From an optimization exercise on the open Yosys and OpenROAD flow, aimed at small area, a short achievable clock period and few clock cycles per item; shortcuts taken in it are not production practice. In this exercise RTL edits were held to simulation tests only and were not proved equivalent to the original.

<file path="flow/config.mk">
export PLATFORM = sky130hd
export DESIGN_NAME = mcm_dct_top
export DESIGN_NICKNAME = mcm_dct_top
export VERILOG_FILES = /design/flow/design.v
export SDC_FILE = /design/flow/constraint.sdc
export NUM_CORES = 4
export LEC_CHECK = 0
export CAP_MARGIN = 20
export CORE_MARGIN = 2
export CORE_UTILIZATION = 40
export SLEW_MARGIN = 20
</file>
<file path="flow/constraint.sdc">
create_clock -name core_clock -period 26.0 [get_ports {clk}]
set_input_delay 5.2000 -clock core_clock [delete_from_list [all_inputs] [get_ports {clk}]]
set_output_delay 5.2000 -clock core_clock [all_outputs]
set_load 0.01 [all_outputs]
</file>
<file path="flow/design.v">
`default_nettype none
module prefix_adder #(
    parameter int WIDTH = 32
) (
    input  logic [WIDTH-1:0] a_i,
    input  logic [WIDTH-1:0] b_i,
    input  logic             cin_i,
    output logic [WIDTH-1:0] sum_o,
    output logic             cout_o
);
    assign {cout_o, sum_o} = {1'b0, a_i} + {1'b0, b_i} + {{WIDTH{1'b0}}, cin_i};
endmodule
`default_nettype wire
`default_nettype none
module sm_adder (
    input  logic [32:0] a_i,
    input  logic [32:0] b_i,
    output logic [32:0] sum_o
);
    logic                  a_sign;
    logic [32-1:0] a_mag;
    logic                  b_sign;
    logic [32-1:0] b_mag;
    logic                  same_sign;
    logic [32-1:0] b_operand;
    logic [32-1:0] raw_sum;
    logic                  raw_cout;
    logic [32-1:0] neg_sum;
    logic [32-1:0] res_mag;
    logic                  res_sign;
    assign a_sign = a_i[32];
    assign a_mag  = a_i[32-1:0];
    assign b_sign = b_i[32];
    assign b_mag  = b_i[32-1:0];
    assign same_sign = (a_sign == b_sign);
    assign b_operand = same_sign ? b_mag : ~b_mag;
    prefix_adder #(
        .WIDTH (32)
    ) u_add (
        .a_i    (a_mag),
        .b_i    (b_operand),
        .cin_i  (~same_sign),
        .sum_o  (raw_sum),
        .cout_o (raw_cout)
    );
    prefix_adder #(
        .WIDTH (32)
    ) u_recomp (
        .a_i    (~raw_sum),
        .b_i    ({32{1'b0}}),
        .cin_i  (1'b1),
        .sum_o  (neg_sum),
        .cout_o ()
    );
    always_comb
    begin
        if (same_sign || raw_cout)
        begin
            res_mag  = raw_sum;
            res_sign = a_sign;
        end
        else
        begin
            res_mag  = neg_sum;
            res_sign = b_sign;
        end
    end
    assign sum_o = {res_sign & (res_mag != '0), res_mag};
endmodule
`default_nettype wire
`default_nettype none
module mcm_lane (
    input  logic                  clk,
    input  logic                  rst_n,
    input  logic                  capture_i,
    input  logic [16:0]    sample_i,
    input  logic [3:0]  code_i,
    output logic [32:0]   product_o
);
    logic [16:0]    sample_q;
    logic [3:0]  code_q;
    logic                  mul_en_q;
    logic [32-1:0] x;
    logic [32:0]   x3;
    logic [32:0]   x5;
    logic [32:0]   x9;
    logic [32:0]   x15;
    logic [32:0]   x49;
    logic [32:0]   x181;
    logic [32:0]   x251;
    logic [32-1:0] sel_mag;
    always_ff @(posedge clk)
    begin
        if (capture_i)
        begin
            sample_q <= sample_i;
            code_q   <= code_i;
        end
    end
    always_ff @(posedge clk or negedge rst_n)
    begin
        if (!rst_n)
            mul_en_q <= 1'b0;
        else
            mul_en_q <= capture_i;
    end
    assign x = {{(32 - 16){1'b0}}, sample_q[16-1:0]};
    sm_adder u_x3 (.a_i({1'b0, x << 1}), .b_i({1'b0, x}), .sum_o(x3));
    sm_adder u_x5 (.a_i({1'b0, x << 2}), .b_i({1'b0, x}), .sum_o(x5));
    sm_adder u_x9 (.a_i({1'b0, x << 3}), .b_i({1'b0, x}), .sum_o(x9));
    sm_adder u_x15 (.a_i({1'b0, x << 4}), .b_i({1'b1, x}), .sum_o(x15));
    sm_adder u_x49 (.a_i({1'b0, x << 6}), .b_i({1'b1, x15[32-1:0]}), .sum_o(x49));
    sm_adder u_x181 (
        .a_i   ({1'b0, x49[32-1:0] << 2}),
        .b_i   ({1'b1, x15[32-1:0]}),
        .sum_o (x181)
    );
    sm_adder u_x251 (.a_i({1'b0, x << 8}), .b_i({1'b1, x5[32-1:0]}), .sum_o(x251));
    always_comb
    begin
        case (code_q[3-1:0])
            3'd0:    sel_mag = x;
            3'd1:    sel_mag = x3[32-1:0];
            3'd2:    sel_mag = x5[32-1:0];
            3'd3:    sel_mag = x9[32-1:0];
            3'd4:    sel_mag = x15[32-1:0];
            3'd5:    sel_mag = x49[32-1:0];
            3'd6:    sel_mag = x181[32-1:0];
            default: sel_mag = x251[32-1:0];
        endcase
    end
    always_ff @(posedge clk)
    begin
        if (mul_en_q)
        begin
            product_o[32-1:0] <= sel_mag;
            product_o[32]     <= (sample_q[16] ^ code_q[3]) & (sel_mag != '0);
        end
    end
endmodule
`default_nettype wire
`default_nettype none
module adder_tree (
    input  logic                                 clk,
    input  logic                                 rst_n,
    input  logic                                 sum_en_i,
    input  logic [8*(32+1)-1:0] products_i,
    output logic [32:0]                  sum_o
);
    localparam int word_w = 32 + 1;
    logic [8/2*word_w-1:0] lvl1;
    logic [8/4*word_w-1:0] lvl2;
    logic [word_w-1:0]              total;
    for (genvar i = 0; i < 8/2; i++)
    begin : g_lvl1
        sm_adder u_add (
            .a_i   (products_i[(2*i)*word_w +: word_w]),
            .b_i   (products_i[(2*i+1)*word_w +: word_w]),
            .sum_o (lvl1[i*word_w +: word_w])
        );
    end
    for (genvar i = 0; i < 8/4; i++)
    begin : g_lvl2
        sm_adder u_add (
            .a_i   (lvl1[(2*i)*word_w +: word_w]),
            .b_i   (lvl1[(2*i+1)*word_w +: word_w]),
            .sum_o (lvl2[i*word_w +: word_w])
        );
    end
    sm_adder u_root (.a_i(lvl2[0 +: word_w]), .b_i(lvl2[word_w +: word_w]), .sum_o(total));
    always_ff @(posedge clk or negedge rst_n)
    begin
        if (!rst_n)
            sum_o <= '0;
        else if (sum_en_i)
            sum_o <= total;
    end
endmodule
`default_nettype wire
`default_nettype none
module req_ack_ctrl (
    input  logic clk,
    input  logic rst_n,
    input  logic req_i,
    output logic capture_o,
    output logic sum_en_o,
    output logic ack_o
);
    typedef enum logic [2:0] {
        st_idle,
        st_capture,
        st_multiply,
        st_sum,
        st_hold,
        st_release
    } state_t;
    state_t state_q;
    state_t state_d;
    always_comb
    begin
        state_d = state_q;
        case (state_q)
            st_idle:
                if (req_i)
                    state_d = st_capture;
            st_capture:  state_d = st_multiply;
            st_multiply: state_d = st_sum;
            st_sum:      state_d = st_hold;
            st_hold:
                if (!req_i)
                    state_d = st_release;
            st_release:  state_d = req_i ? st_capture : st_idle;
            default:     state_d = st_idle;
        endcase
    end
    always_ff @(posedge clk or negedge rst_n)
    begin
        if (!rst_n)
            state_q <= st_idle;
        else
            state_q <= state_d;
    end
    assign capture_o = (state_q == st_capture);
    assign sum_en_o  = (state_q == st_sum);
    assign ack_o     = (state_q == st_hold);
endmodule
`default_nettype wire
`default_nettype none
module mcm_dct_top (
    input  logic                                 clk,
    input  logic                                 rst_n,
    input  logic                                 req_i,
    input  logic [8*(16+1)-1:0]  samples_i,
    input  logic [8*(3+1)-1:0] codes_i,
    output logic                                 ack_o,
    output logic [32:0]                  result_o
);
    localparam int in_w   = 16 + 1;
    localparam int code_w = 3 + 1;
    localparam int word_w = 32 + 1;
    logic                            capture;
    logic                            sum_en;
    logic [8*word_w-1:0]    products;
    req_ack_ctrl u_ctrl (
        .clk       (clk),
        .rst_n     (rst_n),
        .req_i     (req_i),
        .capture_o (capture),
        .sum_en_o  (sum_en),
        .ack_o     (ack_o)
    );
    for (genvar i = 0; i < 8; i++)
    begin : g_lane
        mcm_lane u_lane (
            .clk       (clk),
            .rst_n     (rst_n),
            .capture_i (capture),
            .sample_i  (samples_i[i*in_w +: in_w]),
            .code_i    (codes_i[i*code_w +: code_w]),
            .product_o (products[i*word_w +: word_w])
        );
    end
    adder_tree u_tree (
        .clk        (clk),
        .rst_n      (rst_n),
        .sum_en_i   (sum_en),
        .products_i (products),
        .sum_o      (result_o)
    );
endmodule
`default_nettype wire
</file>
<file path="flow/run.sh">
#!/bin/bash
# synth_recipe.tcl (not shown) runs the flow's synth.tcl, then flattens the netlist and writes it again
# the make line also repeats each setting of config.mk as NAME=value (left out here)
make -C /OpenROAD-flow-scripts/flow DESIGN_CONFIG=/design/flow/config.mk WORK_HOME=/design/flow/orfs CLKGATE_MAP_FILE= SYNTH_SCRIPT=/design/flow/synth_recipe.tcl finish
</file>
==> run summary <==
cell usage after synthesis, types with 211 or more instances:
library cell  instances
xnor2_1            1654
a21oi_1            1397
nor2_1             1268
ha_1               1212
nand2_1            1175
o21ai_0             899
inv_1               789
xor2_1              600
clkbuf_1            457
nor3_1              435
edfxtp_1            432
o21bai_1            367
nand3_1             341
a21o_1              333
o21a_1              256
nor2b_1             211
registers in the layout, summed over array words and instances, names as in the netlist:
| name | flops |
|---|---|
| u_tree.sum_o | 33 |
| g_lane.u_lane.product_o | 264 |
| g_lane.u_lane.mul_en_q | 1 |
| g_lane.u_lane.code_q | 32 |
| g_lane.u_lane.sample_q | 136 |
| u_ctrl.state_q | 3 |
stage by stage:
step	utilization	area [µm²]	setup slack (ns)	instances
2_1_floorplan	-	112000	7.82	15100
3_3_place_gp	0.424	118000	5.53	18700
3_5_place_dp	0.424	118000	5.16	18700
4_1_cts	0.433	121000	5.14	18800
5_1_grt	0.433	121000	3.32	18800
6_report	0.433	121000	5.00	18800
cells by family (layout without fill, tap and decap cells):
kind of cell / Yosys count / count (layout)
buffers and inverters: 1341 / 1315
XOR/XNOR: 2262 / 2262
other: 1 / 43
AO/OA/AOI/OAI: 4785 / 4785
multiplexers: 150 / 150
AND/OR/NAND/NOR: 4833 / 4833
flip-flops: 469 / 469
adder cells (fa/ha/maj): 1243 / 1243
worst max-delay path, delay by kind of cell (launching register included):
family                   cells  cell delay, ns
AND/OR/NAND/NOR             18            5.25
XOR/XNOR                     6            1.38
flip-flops                   1            0.46
adder cells (fa/ha/maj)      3            1.22
AO/OA/AOI/OAI               46           11.52
buffers and inverters        3            1.01
routing by layer:
layer  part of all wire  GRT usage  vias up
met4              0.026     0.0662        0
met5                  0          0        -
met3              0.067     0.0260      451
met1               0.47      0.376    52500
li1                   -          -    55500
met2               0.43      0.409     3718
area by class of cell:
class / instances / area share
multi-input combinational: 13300 / 0.774
sequential: 469 / 0.115
tap: 3724 / 0.0386
timing repair buffer: 383 / 0.0280
inverter: 808 / 0.0251
clock buffer: 80 / 0.0153
clock inverter: 44 / 0.00405
antenna: 3 / 0.0000622
cell usage in the layout, fill, tap and decap left out, types with 169 or more instances in the layout:
cell / netlist / final
inv_1: 789 / 789
nand2b_1: 181 / 181
edfxtp_1: 432 / 432
nor2b_1: 211 / 211
buf_4: 1 / 179
o21bai_1: 367 / 367
nand3_1: 341 / 341
a21o_1: 333 / 333
xnor2_1: 1654 / 1651
ha_1: 1212 / 1212
o21a_1: 256 / 256
nor3_1: 435 / 432
nor2_1: 1268 / 1267
a21oi_1: 1397 / 1396
nand2_1: 1175 / 1175
a31oi_1: 176 / 174
clkdlybuf4s50_1: 0 / 203
or3_1: 171 / 171
nand4_1: 169 / 169
o21ai_0: 899 / 899
xor2_1: 600 / 599
path summary, 6_finish.rpt:
kind | from | end | slack, ns | depth (start not counted)
max reg2reg | g_lane[1].u_lane.product_o[32]$_DFFE_PP_ | u_tree.sum_o[32]$_DFFE_PN0N_ | 5.00 | 76
max | g_lane[1].u_lane.product_o[32]$_DFFE_PP_ | u_tree.sum_o[32]$_DFFE_PN0N_ | 5.00 | 76
min in group asynchronous | rst_n | u_tree.sum_o[32]$_DFFE_PN0N_ | 4.51 | 1
max in group asynchronous | rst_n | g_lane[2].u_lane.mul_en_q$_DFF_PN0_ | 20.87 | 1
min reg2reg | u_tree.sum_o[14]$_DFFE_PN0N_ | u_tree.sum_o[14]$_DFFE_PN0N_ | 0.48 | 1
min | u_tree.sum_o[14]$_DFFE_PN0N_ | u_tree.sum_o[14]$_DFFE_PN0N_ | 0.48 | 1
==> run summary <==
* Status: no timing/DRC/antenna violations
* Largest fanout on the critical path at 32
* Remaining antenna violation count at 0
* First-pass GRT wire length at 598000 µm
* Die Wd at 533 µm
* Root Driver: clkbuf_16
* Critical Path RT at roughly 27 ns
* Total track usage at 0.260
* Layout cell share with drive strength beyond 1 at 0.0427
* Fillcell total at 28500
* Final wirelength at slightly below 400000 µm
* Clock tree from TritonCTS: yes
* Hold WS at 0.476 ns
* Clk buf depth at 4
* Final Cycle Share at 0.808
* Synth Area in XOR/XNOR at 0.178
* Core area at 0.279 mm²
* Compound-gate portion of the synthesized area at 0.279
* Post-CTS sizing at 0
* H-tree levels at 3
* DR pass1 iterations at 8
* Largest net degree at the start of global routing at 75
* Wire per inst at between 20 and 25 µm
* Netlist cell types at approximately 130
* Crit end category: register
* Post-synthesis mux area share at 0.0194
* #FFs+latches synth at around 470
* GR Overflow Total at 0
* Vias at 112000
* Critical path launch point type: register
* Vias in the first global route at slightly above 100k
* Yosys top cell by area: ha_1
* Area contributors post-synth: ha_1 (14%), xnor2_1 (13%), edfxtp_1 (12%)
* RSZ-0062 raised after global routing: no
* Vias per cell at 5.96
* Async SR Flop Fraction at 0.0789
* P&R area growth vs syn at 7.72%
* I/O Pins at 205
* Register area share after synthesis at 0.124
* Main combinational cell family by area after synthesis: compound AO/OA/AOI/OAI gates
* Port buffer count at just over 200
* Synth warn at 4
* Num Clock Sinks at approximately 470
* Worst-margin pin slew at around 1.1 ns
* Rows at a little under 200
* Setup Skew at about 0.09 ns
* Final nets at ~16000
* Setup bufs post-CTS at 0
* Max Cap Violations at 0
* Syn Inst Count at around 15000
* Final setup violating endpoints at 0
* Chip height at between 500 and 600 µm
* Critical Path AT at around 22 ns
* Detailed Place HPWL at around 310000 µm
* Synth Area in Adders at 0.141
* Crit path time final at roughly 21 ns
* RePlAce Congestion at roughly 1
* Sequential cell area at 0.0139 mm²
* CP Class: register to register
* Post-synth EDFFs at between 400 and 500
* CTS Hold Bufs at 0
* Synthesized area per cell at 7.43 µm²
* Prevailing post-synth register cell: edfxtp_1
* CTS clk-pin slew, worst paths at around 0.080 ns
* Area share of the largest cell type after synthesis at 0.135
* HP Class: register to register
* Most used cell, CP: o21ai_0
* Multi-input gate area at 0.0934 mm²
* Fmax at about 0.048 GHz
* Worst path max stage delay at 0.79 ns
* Simple-gate portion of the synthesized area at 0.214
* Initial core utilization at 0.402
* CTS Buf Count at between 70 and 80
* Initial antenna violation count at 3
* Fin Setup TNS at 0 ns
* Drc violations at 0
* Die ar. at between 0.2 and 0.3 mm²
* Max-slew violations at 0
* Worst-path cell with the longest stage delay: a2111oi_0
* Max-slew headroom at 0.231
* Fin. Hold Viols at 0
* Initial DRC Count at approximately 10000
* Worst-skew pair later-pin latency at 0.84 ns
* Synth Cell Area at 0.112 mm²
Testbench counts, summed over its fixed seeds: cycles 10,240, items 2,048.

## afterwards: timing with drivers on the ports
The flow's constraints put no driver on any port. The routed layout listed below was extracted and timed again, unchanged, in two steps.
Step 1 assumes that a clkbuf_16 drives the clock port and a buf_2 every other input.
Step 2 moves the port delays by t, midway between the first and last clock arrival at a register: inputs arrive t later, outputs are due t later. That takes back most of the time a late clock gives input paths.
Three values: no drivers, after step 1, after step 2; two values: the first two.
t (ns): 0.904
setup slack, ns: 5.003 / 5.003 / 5.003
worst setup path after step 2: register to register
worst register clock-pin slew, ns: 0.08 / 0.08
cell pins on the clock port's net: 1
After both steps setup and hold are still met in this run. The setup slack of this run moves by 0.000 ns with the drivers and by 0.000 ns with both steps.
